Source: an optimization exercise on an open RTL-to-GDS flow (aim: small area, a short achievable clock period and few clock cycles per item). Production flows keep margins and buffers that such runs may drop.
In this exercise RTL edits were held to simulation tests only and were not proved equivalent to the original.
Power is estimated from default activity; no workload was simulated.

v38:
==> flow/design.v <==
`default_nettype none
package sp_pkg;
	localparam int ELEM_W = 9;
	localparam int LEN    = 6;
	localparam int WIDE_W = 2 * ELEM_W;
	localparam logic [ELEM_W-1:0] MODULUS = 9'd509;
	localparam logic [ELEM_W-1:0] INV_EXP = 9'd507;
	typedef logic [ELEM_W-1:0] elem_t;
	typedef logic [WIDE_W-1:0] wide_t;
	typedef elem_t [LEN-1:0] series_t;
	typedef struct packed {
		logic sort_en;
		logic inv_en;
	} mode_t;
	typedef enum logic [2:0] {
		IDLE,
		LOAD,
		INV,
		SORT,
		SUM,
		OUT
	} ctrl_state_e;
endpackage
`default_nettype wire
`default_nettype none
module inv_rom (
	input  wire logic [7:0] t,
	output logic      [8:0] y
);
	localparam logic [255:0] M0 = 256'h63ac0482aa6d4428402422ba43fd01338ae76743cde43c16302ecf8787b6ef8e;
	localparam logic [255:0] M1 = 256'h3da5f284ae325a2dfd758edb04449cc8efc10238fea0f8489e2370fa73e918e3;
	localparam logic [255:0] M2 = 256'h2ed0f134e4f604aaf816dcc2f6f65f1e2510024f274a452c0ca5e6fa025e6090;
	localparam logic [255:0] M3 = 256'h38ccc90de1a0dd33401373262dd61369980f967b43cc1e8f2db0b1c3f55d2906;
	localparam logic [255:0] M4 = 256'h2aa2c8a7015c6916a3971a3b6cc0c2616e00c9ae71449272c7a7487ea1a46d5a;
	localparam logic [255:0] M5 = 256'h3dad0661d936689470af40959d2ecc63856f1c6d9b496df4d974ba6d2d0e7dfe;
	localparam logic [255:0] M6 = 256'h2e14a5684f09a7a58726b26ca4f7636f01665b0104ca5246d5423c393d28d662;
	localparam logic [255:0] M7 = 256'h30c632dc95d6cd5705300b1181666695d1e2b3c159d6e94e4c175b6666e5c736;
	localparam logic [255:0] M8 = 256'h095a89a1043085588dd829e321355c95245548354d08cbc8354eafa605031b5a;
	assign y[0] = M0[t];
	assign y[1] = M1[t];
	assign y[2] = M2[t];
	assign y[3] = M3[t];
	assign y[4] = M4[t];
	assign y[5] = M5[t];
	assign y[6] = M6[t];
	assign y[7] = M7[t];
	assign y[8] = M8[t];
endmodule
`default_nettype wire
`default_nettype none
module sp_top (
	input  wire logic       clk,
	input  wire logic       rst_n,
	input  wire logic       in_valid,
	input  wire logic [8:0] in_data,
	input  wire logic [1:0] in_mode,
	output logic            out_valid,
	output logic [8:0]      out_data
);
	logic [2:0] cnt;
	logic       inv_en;
	logic       sort_en;
	always_ff @(posedge clk or negedge rst_n) begin
		if (!rst_n) begin
			cnt <= 3'd0;
		end else if (in_valid) begin
			cnt <= (cnt == 3'd5) ? 3'd0 : cnt + 3'd1;
		end
	end
	always_ff @(posedge clk) begin
		if (in_valid && cnt == 3'd0) begin
			inv_en  <= in_mode[0];
			sort_en <= in_mode[1];
		end
	end
	logic       va;
	logic [2:0] idx_a;
	logic       fold_a;
	logic [7:0] t_a;
	logic [6:0] in_inc;
	assign in_inc = in_data[7:1] + 7'd1;
	always_ff @(posedge clk or negedge rst_n) begin
		if (!rst_n) begin
			va <= 1'b0;
		end else begin
			va <= in_valid;
		end
	end
	always_ff @(posedge clk) begin
		idx_a  <= cnt;
		fold_a <= in_data[8];
		t_a    <= in_data[8] ? {in_inc, in_data[0]} : ~in_data[7:0];
	end
	logic [8:0] a_b;
	logic [6:0] t_dec;
	logic [8:0] h;
	logic [7:0] h_inc;
	logic [8:0] inv_x;
	logic       vb;
	logic [2:0] idx_b;
	logic [8:0] ab;
	logic [8:0] bb;
	assign t_dec = t_a[7:1] - 7'd1;
	assign a_b   = fold_a ? {1'b1, t_dec, t_a[0]} : {1'b0, ~t_a};
	inv_rom u_rom (
		.t (t_a),
		.y (h)
	);
	assign h_inc = h[8:1] + 8'd1;
	assign inv_x = fold_a ? ~{h_inc, h[0]} : h;
	always_ff @(posedge clk or negedge rst_n) begin
		if (!rst_n) begin
			vb <= 1'b0;
		end else begin
			vb <= va;
		end
	end
	always_ff @(posedge clk) begin
		idx_b <= idx_a;
		ab    <= a_b;
		bb    <= inv_en ? inv_x : a_b;
	end
	logic [5:0][8:0] list;
	logic [5:0][8:0] s_sr;
	logic [5:0]      moves;
	logic            out_active;
	logic [2:0]      ocnt;
	logic [8:0]      s_new;
	function automatic logic le9(input logic [8:0] x, input logic [8:0] y);
		logic r;
		r = 1'b1;
		for (int i = 0; i < 9; i++) begin
			r = (~x[i] & y[i]) | (~(x[i] & ~y[i]) & r);
		end
		le9 = r;
	endfunction
	function automatic logic [8:0] add509(input logic [8:0] x, input logic [8:0] y);
		logic [9:0] sum;
		logic [9:0] sum3;
		sum    = {1'b0, x} + {1'b0, y};
		sum3   = {1'b0, x} + {1'b0, y} + 10'd3;
		add509 = sum3[9] ? sum3[8:0] : sum[8:0];
	endfunction
	always_comb begin
		moves[0] = 1'b1;
		for (int p = 1; p < 6; p++) begin
			moves[p] = out_active || !sort_en || (32'(idx_b) <= 5 - p) || le9(list[p], bb);
		end
	end
	always_ff @(posedge clk) begin
		for (int p = 0; p < 6; p++) begin
			if (out_active || (vb && moves[p])) begin
				if (p < 5) begin
					list[p] <= moves[p+1] ? list[p+1] : bb;
				end else begin
					list[p] <= bb;
				end
			end
		end
	end
	logic [10:0] s_t0;
	logic [11:0] s_t1;
	logic [11:0] s_t2;
	assign s_t0  = {2'b00, ab} + {1'b0, bb, 1'b0};
	assign s_t1  = {3'b000, ab} + {2'b00, bb, 1'b0} - 12'd509;
	assign s_t2  = {3'b000, ab} + {2'b00, bb, 1'b0} - 12'd1018;
	assign s_new = !s_t2[11] ? s_t2[8:0] : (!s_t1[11] ? s_t1[8:0] : s_t0[8:0]);
	always_ff @(posedge clk) begin
		if (vb || out_active) begin
			s_sr <= {s_new, s_sr[5:1]};
		end
	end
	logic       last_ins;
	logic [8:0] e_list;
	logic [8:0] e_new;
	assign last_ins = vb && (idx_b == 3'd5);
	assign e_list   = add509(s_sr[1], list[1]);
	assign e_new    = add509(s_sr[1], bb);
	always_ff @(posedge clk or negedge rst_n) begin
		if (!rst_n) begin
			out_active <= 1'b0;
			ocnt       <= 3'd0;
			out_valid  <= 1'b0;
			out_data   <= 9'd0;
		end else begin
			if (last_ins) begin
				out_active <= 1'b1;
				ocnt       <= 3'd0;
			end else if (out_active) begin
				if (ocnt == 3'd4) begin
					out_active <= 1'b0;
				end
				ocnt <= ocnt + 3'd1;
			end
			out_valid <= last_ins || out_active;
			if (last_ins) begin
				out_data <= moves[1] ? e_list : e_new;
			end else if (out_active) begin
				out_data <= e_list;
			end else begin
				out_data <= 9'd0;
			end
		end
	end
endmodule
`default_nettype wire
export LEC_CHECK = 0
export CAP_MARGIN = 20
export CORE_MARGIN = 2
export CORE_UTILIZATION = 55
export PLACE_DENSITY = 0.75
export SLEW_MARGIN = 20
create_clock -name core_clock -period 10.0 [get_ports {clk}]
standard.sh (not shown) runs the stock make flow with config.mk's settings and CLKGATE_MAP_FILE= SYNTH_SCRIPT=/design/flow/synth_recipe.tcl, a recipe that flattens the netlist after the stock synthesis.
==> flow/flow/run.sh <==
#!/bin/bash
# Layout flow: the standard synthesis, its combinational logic re-mapped by ABC
# (registers untouched), then the standard flow from floorplan to finish.
set -euo pipefail
WORK=$(pwd)
R=$WORK/orfs/results/$FLOW_PLATFORM/sp_top/base
ABC_SCRIPT=${ABC_SCRIPT:-delay.abc}
ABC_D=${ABC_D:-2500}
MARGIN=${MARGIN:-7}
bash standard.sh $R/1_2_yosys.v > $WORK/log_synth.txt 2>&1
cp $R/1_2_yosys.v $WORK/std_netlist.v
LIB=$FLOW_HOME/platforms/$FLOW_PLATFORM/lib/sky130_fd_sc_hd__tt_025C_1v80.lib \
  IN_V=$WORK/std_netlist.v OUT_V=$WORK/resyn_netlist.v ABC_SCRIPT=$WORK/flow/$ABC_SCRIPT ABC_D=$ABC_D \
  yosys -c $WORK/flow/resyn.tcl > $WORK/log_resyn.txt 2>&1
cp $WORK/resyn_netlist.v $R/1_2_yosys.v
touch $R/1_2_yosys.v
CTS="-sink_clustering_enable -repair_clock_nets -dont_use_dummy_load -buf_list sky130_fd_sc_hd__clkbuf_8"
bash standard.sh SETUP_SLACK_MARGIN=$MARGIN "CTS_ARGS=$CTS" finish > $WORK/log_finish.txt 2>&1
==> flow/flow/delay.abc <==
strash
dch -f
map -D 1400
buffer -p
upsize -D 1400
dnsize -D 1400
topo
stime -p
==> flow/flow/resyn.tcl <==
# Re-maps the combinational logic of the standard synthesis netlist with ABC.
# Registers stay the instances the standard synthesis made (same names and cells).
# env: IN_V, OUT_V, LIB, ABC_SCRIPT, ABC_D
yosys -import
set lib $::env(LIB)
read_liberty -ignore_miss_func $lib
read_verilog -defer $::env(IN_V)
hierarchy -top $::env(FLOW_TOP)
setattr -mod -set keep_hierarchy 1 sky130_fd_sc_hd__df* sky130_fd_sc_hd__edf* sky130_fd_sc_hd__dl* sky130_fd_sc_hd__sdf*
flatten
opt_clean -purge
tee -o $::env(OUT_V).pre.stat stat
set cf [open $::env(OUT_V).constr w]
puts $cf "set_driving_cell sky130_fd_sc_hd__buf_1"
puts $cf "set_load 5"
close $cf
abc -constr $::env(OUT_V).constr -liberty $lib -dont_use sky130_fd_sc_hd__probe_p_8 -dont_use sky130_fd_sc_hd__probec_p_8 -dont_use sky130_fd_sc_hd__lpflow_* -script $::env(ABC_SCRIPT) -D $::env(ABC_D)
opt_clean -purge
setundef -zero
splitnets
opt_clean -purge
hilomap -singleton -hicell sky130_fd_sc_hd__conb_1 HI -locell sky130_fd_sc_hd__conb_1 LO
insbuf -buf sky130_fd_sc_hd__buf_4 A X
tee -o $::env(OUT_V).stat stat -liberty $lib
select $::env(FLOW_TOP)
write_verilog -noattr -nohex -nodec -selected $::env(OUT_V)
Testbench counts of v38, summed over its fixed seeds: cycles 2,504, jobs 192.
Input changes introduced in v33 (baseline for comparison: v38):
# v38
export LEC_CHECK = 0
export CAP_MARGIN = 20
export CORE_MARGIN = 2
export CORE_UTILIZATION = 55
export PLACE_DENSITY = 0.75
export SLEW_MARGIN = 20
create_clock -name core_clock -period 10.0 [get_ports {clk}]
# v33
export LEC_CHECK = 0
export CAP_MARGIN = 20
export CORE_MARGIN = 2
export CORE_UTILIZATION = 40
export SLEW_MARGIN = 20
create_clock -name core_clock -period 10.0 [get_ports {clk}]
==> flow/flow/delay.abc <==
strash
dch -f
map {D}
buffer -p
upsize {D}
dnsize {D}
topo
stime -p
--- a/flow/flow/resyn.tcl
+++ b/flow/flow/resyn.tcl
@@ -11,9 +11,5 @@
 opt_clean -purge
 tee -o $::env(OUT_V).pre.stat stat
-set cf [open $::env(OUT_V).constr w]
-puts $cf "set_driving_cell sky130_fd_sc_hd__buf_1"
-puts $cf "set_load 5"
-close $cf
-abc -constr $::env(OUT_V).constr -liberty $lib -dont_use sky130_fd_sc_hd__probe_p_8 -dont_use sky130_fd_sc_hd__probec_p_8 -dont_use sky130_fd_sc_hd__lpflow_* -script $::env(ABC_SCRIPT) -D $::env(ABC_D)
+abc -liberty $lib -dont_use sky130_fd_sc_hd__probe_p_8 -dont_use sky130_fd_sc_hd__probec_p_8 -dont_use sky130_fd_sc_hd__lpflow_* -script $::env(ABC_SCRIPT) -D $::env(ABC_D)
 opt_clean -purge
 setundef -zero
==> summary.txt <==
Comparing setup slack after layout for v38 and v33, the bigger number came from v33.
Compared with v38, in v33 last weighted congestion value of the routability-driven placer -about 14%; hold slack +22 ps; part of the power in combinational logic +1.8 points.
Die width: v33 vs v38 up 21%
Placed standard-cell area on v33 is up relative to v38.
Re per-cell via count in the routed design: v33 is about 9% down on v38.
Between v38 and v33, the met1 layer wirelength in the final routing is lower for v38.
Changes observed in v33 relative to v38: number of tapcells higher, cell area has increased.
Edits applied to the flow inputs when going from v33 to v24:
==> flow/flow/delay.abc <==
strash
dch -f
map -D 2000
buffer -p
upsize -D 2000
dnsize -D 2000
topo
stime -p
--- a/flow/flow/resyn.tcl
+++ b/flow/flow/resyn.tcl
@@ -11,5 +11,9 @@
 opt_clean -purge
 tee -o $::env(OUT_V).pre.stat stat
-abc -liberty $lib -dont_use sky130_fd_sc_hd__probe_p_8 -dont_use sky130_fd_sc_hd__probec_p_8 -dont_use sky130_fd_sc_hd__lpflow_* -script $::env(ABC_SCRIPT) -D $::env(ABC_D)
+set cf [open $::env(OUT_V).constr w]
+puts $cf "set_driving_cell sky130_fd_sc_hd__buf_1"
+puts $cf "set_load 5"
+close $cf
+abc -constr $::env(OUT_V).constr -liberty $lib -dont_use sky130_fd_sc_hd__probe_p_8 -dont_use sky130_fd_sc_hd__probec_p_8 -dont_use sky130_fd_sc_hd__lpflow_* -script $::env(ABC_SCRIPT) -D $::env(ABC_D)
 opt_clean -purge
 setundef -zero
Results
Lower layout overhead on the synthesized area goes to v33 over v24.
In the flow results for v33 and v24, the final critical-path setup slack is larger on v33.
The non-clock buffer count in v24 sits 78 above the value recorded for v33.
In the tables for v33 and v24, total track usage reads lower with v33.
[inputs] v41 vs v24
--- a/flow/flow/run.sh
+++ b/flow/flow/run.sh
@@ -7,5 +7,5 @@
 ABC_SCRIPT=${ABC_SCRIPT:-delay.abc}
 ABC_D=${ABC_D:-2500}
-MARGIN=${MARGIN:-7}
+MARGIN=${MARGIN:-7.2}
 bash standard.sh $R/1_2_yosys.v > $WORK/log_synth.txt 2>&1
 cp $R/1_2_yosys.v $WORK/std_netlist.v
==> flow/flow/delay.abc <==
strash
dch -f
map -D 1400
buffer -p
upsize -D 1400
dnsize -D 1400
topo
stime -p
==> summary.txt <==
[v41] internal power contribution fell about 5% relative to v24. v41 improves on v24 in time the final worst path needs with I/O delays and setup. The post-route clock skew on v41 is in line with that on v24. Worst relative slew slack in v41 vs v24: down 8.0 points. | buffers plus inverters on the worst setup path | v41 vs v24 | 1 lower |. Met1 routed wirelength after detailed routing (v41 vs. v24) increases by a few percent. Relative to v24, v41 improves hold slack. Delta (v41 minus v24): die area increased about 5%; number of iterations in the first detailed-routing pass shows an increase of 3; final cell count without fillers shows an increase of 97.

RTL: the design.v shown in full above, as it stands there.
==> flow/config.mk <==
export PLATFORM = sky130hd
export DESIGN_NAME = sp_top
export DESIGN_NICKNAME = sp_top
export VERILOG_FILES = /design/flow/design.v
export SDC_FILE = /design/flow/constraint.sdc
export NUM_CORES = 4
export LEC_CHECK = 0
export CAP_MARGIN = 20
export CORE_MARGIN = 2
export CORE_UTILIZATION = 55
export SLEW_MARGIN = 20
==> flow/constraint.sdc <==
create_clock -name core_clock -period 10.0 [get_ports {clk}]
set_input_delay 2.0000 -clock core_clock [delete_from_list [all_inputs] [get_ports {clk}]]
set_output_delay 2.0000 -clock core_clock [all_outputs]
set_load 0.01 [all_outputs]
==> flow/flow/run.sh <==
#!/bin/bash
# Layout flow: the standard synthesis, its combinational logic re-mapped by ABC
# (registers untouched), then the standard flow from floorplan to finish.
set -euo pipefail
WORK=$(pwd)
R=$WORK/orfs/results/$FLOW_PLATFORM/sp_top/base
ABC_SCRIPT=${ABC_SCRIPT:-delay.abc}
ABC_D=${ABC_D:-2500}
MARGIN=${MARGIN:-7}
bash standard.sh $R/1_2_yosys.v > $WORK/log_synth.txt 2>&1
cp $R/1_2_yosys.v $WORK/std_netlist.v
LIB=$FLOW_HOME/platforms/$FLOW_PLATFORM/lib/sky130_fd_sc_hd__tt_025C_1v80.lib \
  IN_V=$WORK/std_netlist.v OUT_V=$WORK/resyn_netlist.v ABC_SCRIPT=$WORK/flow/$ABC_SCRIPT ABC_D=$ABC_D \
  yosys -c $WORK/flow/resyn.tcl > $WORK/log_resyn.txt 2>&1
cp $WORK/resyn_netlist.v $R/1_2_yosys.v
touch $R/1_2_yosys.v
bash standard.sh SETUP_SLACK_MARGIN=$MARGIN finish > $WORK/log_finish.txt 2>&1
==> flow/flow/delay.abc <==
strash
dch -f
map {D}
buffer -p
upsize {D}
dnsize {D}
topo
stime -p
==> flow/flow/resyn.tcl <==
# Re-maps the combinational logic of the standard synthesis netlist with ABC.
# Registers stay the instances the standard synthesis made (same names and cells).
# env: IN_V, OUT_V, LIB, ABC_SCRIPT, ABC_D
yosys -import
set lib $::env(LIB)
read_liberty -ignore_miss_func $lib
read_verilog -defer $::env(IN_V)
hierarchy -top $::env(FLOW_TOP)
setattr -mod -set keep_hierarchy 1 sky130_fd_sc_hd__df* sky130_fd_sc_hd__edf* sky130_fd_sc_hd__dl* sky130_fd_sc_hd__sdf*
flatten
opt_clean -purge
tee -o $::env(OUT_V).pre.stat stat
abc -liberty $lib -dont_use sky130_fd_sc_hd__probe_p_8 -dont_use sky130_fd_sc_hd__probec_p_8 -dont_use sky130_fd_sc_hd__lpflow_* -script $::env(ABC_SCRIPT) -D $::env(ABC_D)
opt_clean -purge
setundef -zero
splitnets
opt_clean -purge
hilomap -singleton -hicell sky130_fd_sc_hd__conb_1 HI -locell sky130_fd_sc_hd__conb_1 LO
insbuf -buf sky130_fd_sc_hd__buf_4 A X
tee -o $::env(OUT_V).stat stat -liberty $lib
select $::env(FLOW_TOP)
write_verilog -noattr -nohex -nodec -selected $::env(OUT_V)
Testbench counts at the start, summed over its fixed seeds: cycles 2,504, jobs 192.
Rerun with:
--- a/flow/flow/run.sh
+++ b/flow/flow/run.sh
@@ -17 +17,2 @@
-bash standard.sh SETUP_SLACK_MARGIN=$MARGIN finish > $WORK/log_finish.txt 2>&1
+CTS="-sink_clustering_enable -repair_clock_nets -dont_use_dummy_load -buf_list sky130_fd_sc_hd__clkbuf_8"
+bash standard.sh SETUP_SLACK_MARGIN=$MARGIN "CTS_ARGS=$CTS" finish > $WORK/log_finish.txt 2>&1
==> flow/flow/delay.abc (replaced) <==
strash
dch -f
map -D 1400
buffer -p
upsize -D 1400
dnsize -D 1400
topo
stime -p
--- a/flow/flow/resyn.tcl
+++ b/flow/flow/resyn.tcl
@@ -13 +13,5 @@
-abc -liberty $lib -dont_use sky130_fd_sc_hd__probe_p_8 -dont_use sky130_fd_sc_hd__probec_p_8 -dont_use sky130_fd_sc_hd__lpflow_* -script $::env(ABC_SCRIPT) -D $::env(ABC_D)
+set cf [open $::env(OUT_V).constr w]
+puts $cf "set_driving_cell sky130_fd_sc_hd__buf_1"
+puts $cf "set_load 5"
+close $cf
+abc -constr $::env(OUT_V).constr -liberty $lib -dont_use sky130_fd_sc_hd__probe_p_8 -dont_use sky130_fd_sc_hd__probec_p_8 -dont_use sky130_fd_sc_hd__lpflow_* -script $::env(ABC_SCRIPT) -D $::env(ABC_D)
--- a/flow/config.mk
+++ b/flow/config.mk
@@ -10 +10 @@
-export CORE_UTILIZATION = 55
+export CORE_UTILIZATION = 40
Clock-buffer cell count decreases by 1.
Critical path depth does not change.
Via count decreases by 13%.
Combinational power decreases by 12%.
Register-to-register slack gains 40 ps.
Total power decreases by 15%.
First-iteration DRC count decreases by 26%.
Worst setup slack gains 38 ps.
Final area decreases by 4.7%.
Fmax increases by 1.3%.
Rerun with:
--- a/flow/flow/run.sh
+++ b/flow/flow/run.sh
@@ -17,2 +17 @@
-CTS="-sink_clustering_enable -repair_clock_nets -dont_use_dummy_load -buf_list sky130_fd_sc_hd__clkbuf_8"
-bash standard.sh SETUP_SLACK_MARGIN=$MARGIN "CTS_ARGS=$CTS" finish > $WORK/log_finish.txt 2>&1
+bash standard.sh SETUP_SLACK_MARGIN=$MARGIN finish > $WORK/log_finish.txt 2>&1
==> flow/flow/delay.abc (replaced) <==
strash
dch -f
map {D}
buffer -p
upsize {D}
dnsize {D}
topo
stime -p
--- a/flow/flow/resyn.tcl
+++ b/flow/flow/resyn.tcl
@@ -13,5 +13 @@
-set cf [open $::env(OUT_V).constr w]
-puts $cf "set_driving_cell sky130_fd_sc_hd__buf_1"
-puts $cf "set_load 5"
-close $cf
-abc -constr $::env(OUT_V).constr -liberty $lib -dont_use sky130_fd_sc_hd__probe_p_8 -dont_use sky130_fd_sc_hd__probec_p_8 -dont_use sky130_fd_sc_hd__lpflow_* -script $::env(ABC_SCRIPT) -D $::env(ABC_D)
+abc -liberty $lib -dont_use sky130_fd_sc_hd__probe_p_8 -dont_use sky130_fd_sc_hd__probec_p_8 -dont_use sky130_fd_sc_hd__lpflow_* -script $::env(ABC_SCRIPT) -D $::env(ABC_D)
Cell area came out higher by 7.8%; setup slack improved by 36 ps; clock-buffer cell count came out higher by 1; maximum frequency came out higher by 1.2%; final cell count came out higher by 8.7%; clock skew came out lower by 19 ps; area after synthesis came out higher by 8.0%; first-iteration DRC count came out higher by 8.9%; hold slack got worse by 5.4 ps.

==> separate check: timing with driven ports <==
How much do the figures lean on ideal ports? The routed layouts below were timed once more, with nothing changed but the port constraints. Step 1: set_driving_cell puts a clkbuf_16 on clk and a buf_2 on each other input, an assumption about the parent block. Step 2 adds t to the input delays and takes it off the output delays; t is the mean of the earliest and latest rising clock arrival at the registers after step 1. Input paths then give back, and output paths get back, about the clock's delay inside the block. Slacks: ideal / step 1 / step 2; pairs: ideal / step 1.
run	t (ns)	setup WS [ns]	hold slack, ns	latest minus earliest clock arrival (ns)
v38	0.486	6.914 / 6.914 / 6.610	0.312 / 0.312 / 0.312	0.039 / 0.039
v33	0.487	6.996 / 6.978 / 6.607	0.334 / 0.334 / 0.334	0.039 / 0.039
v24	0.488	6.851 / 6.851 / 6.616	0.334 / 0.334 / 0.334	0.051 / 0.051
v41	0.474	7.053 / 7.006 / 6.806	0.338 / 0.338 / 0.338	0.043 / 0.043
the first run of note 2	0.482	6.955 / 6.955 / 6.660	0.329 / 0.329 / 0.329	0.018 / 0.018
the second run of note 2	0.474	6.993 / 6.993 / 6.624	0.337 / 0.337 / 0.337	0.045 / 0.046
the third run of note 2	0.480	7.029 / 6.990 / 6.662	0.332 / 0.332 / 0.332	0.022 / 0.023
After both steps setup and hold are still met in every run listed. The setup slack of v33, which loses most, moves by -0.018 ns with the drivers and by -0.389 ns with both steps.
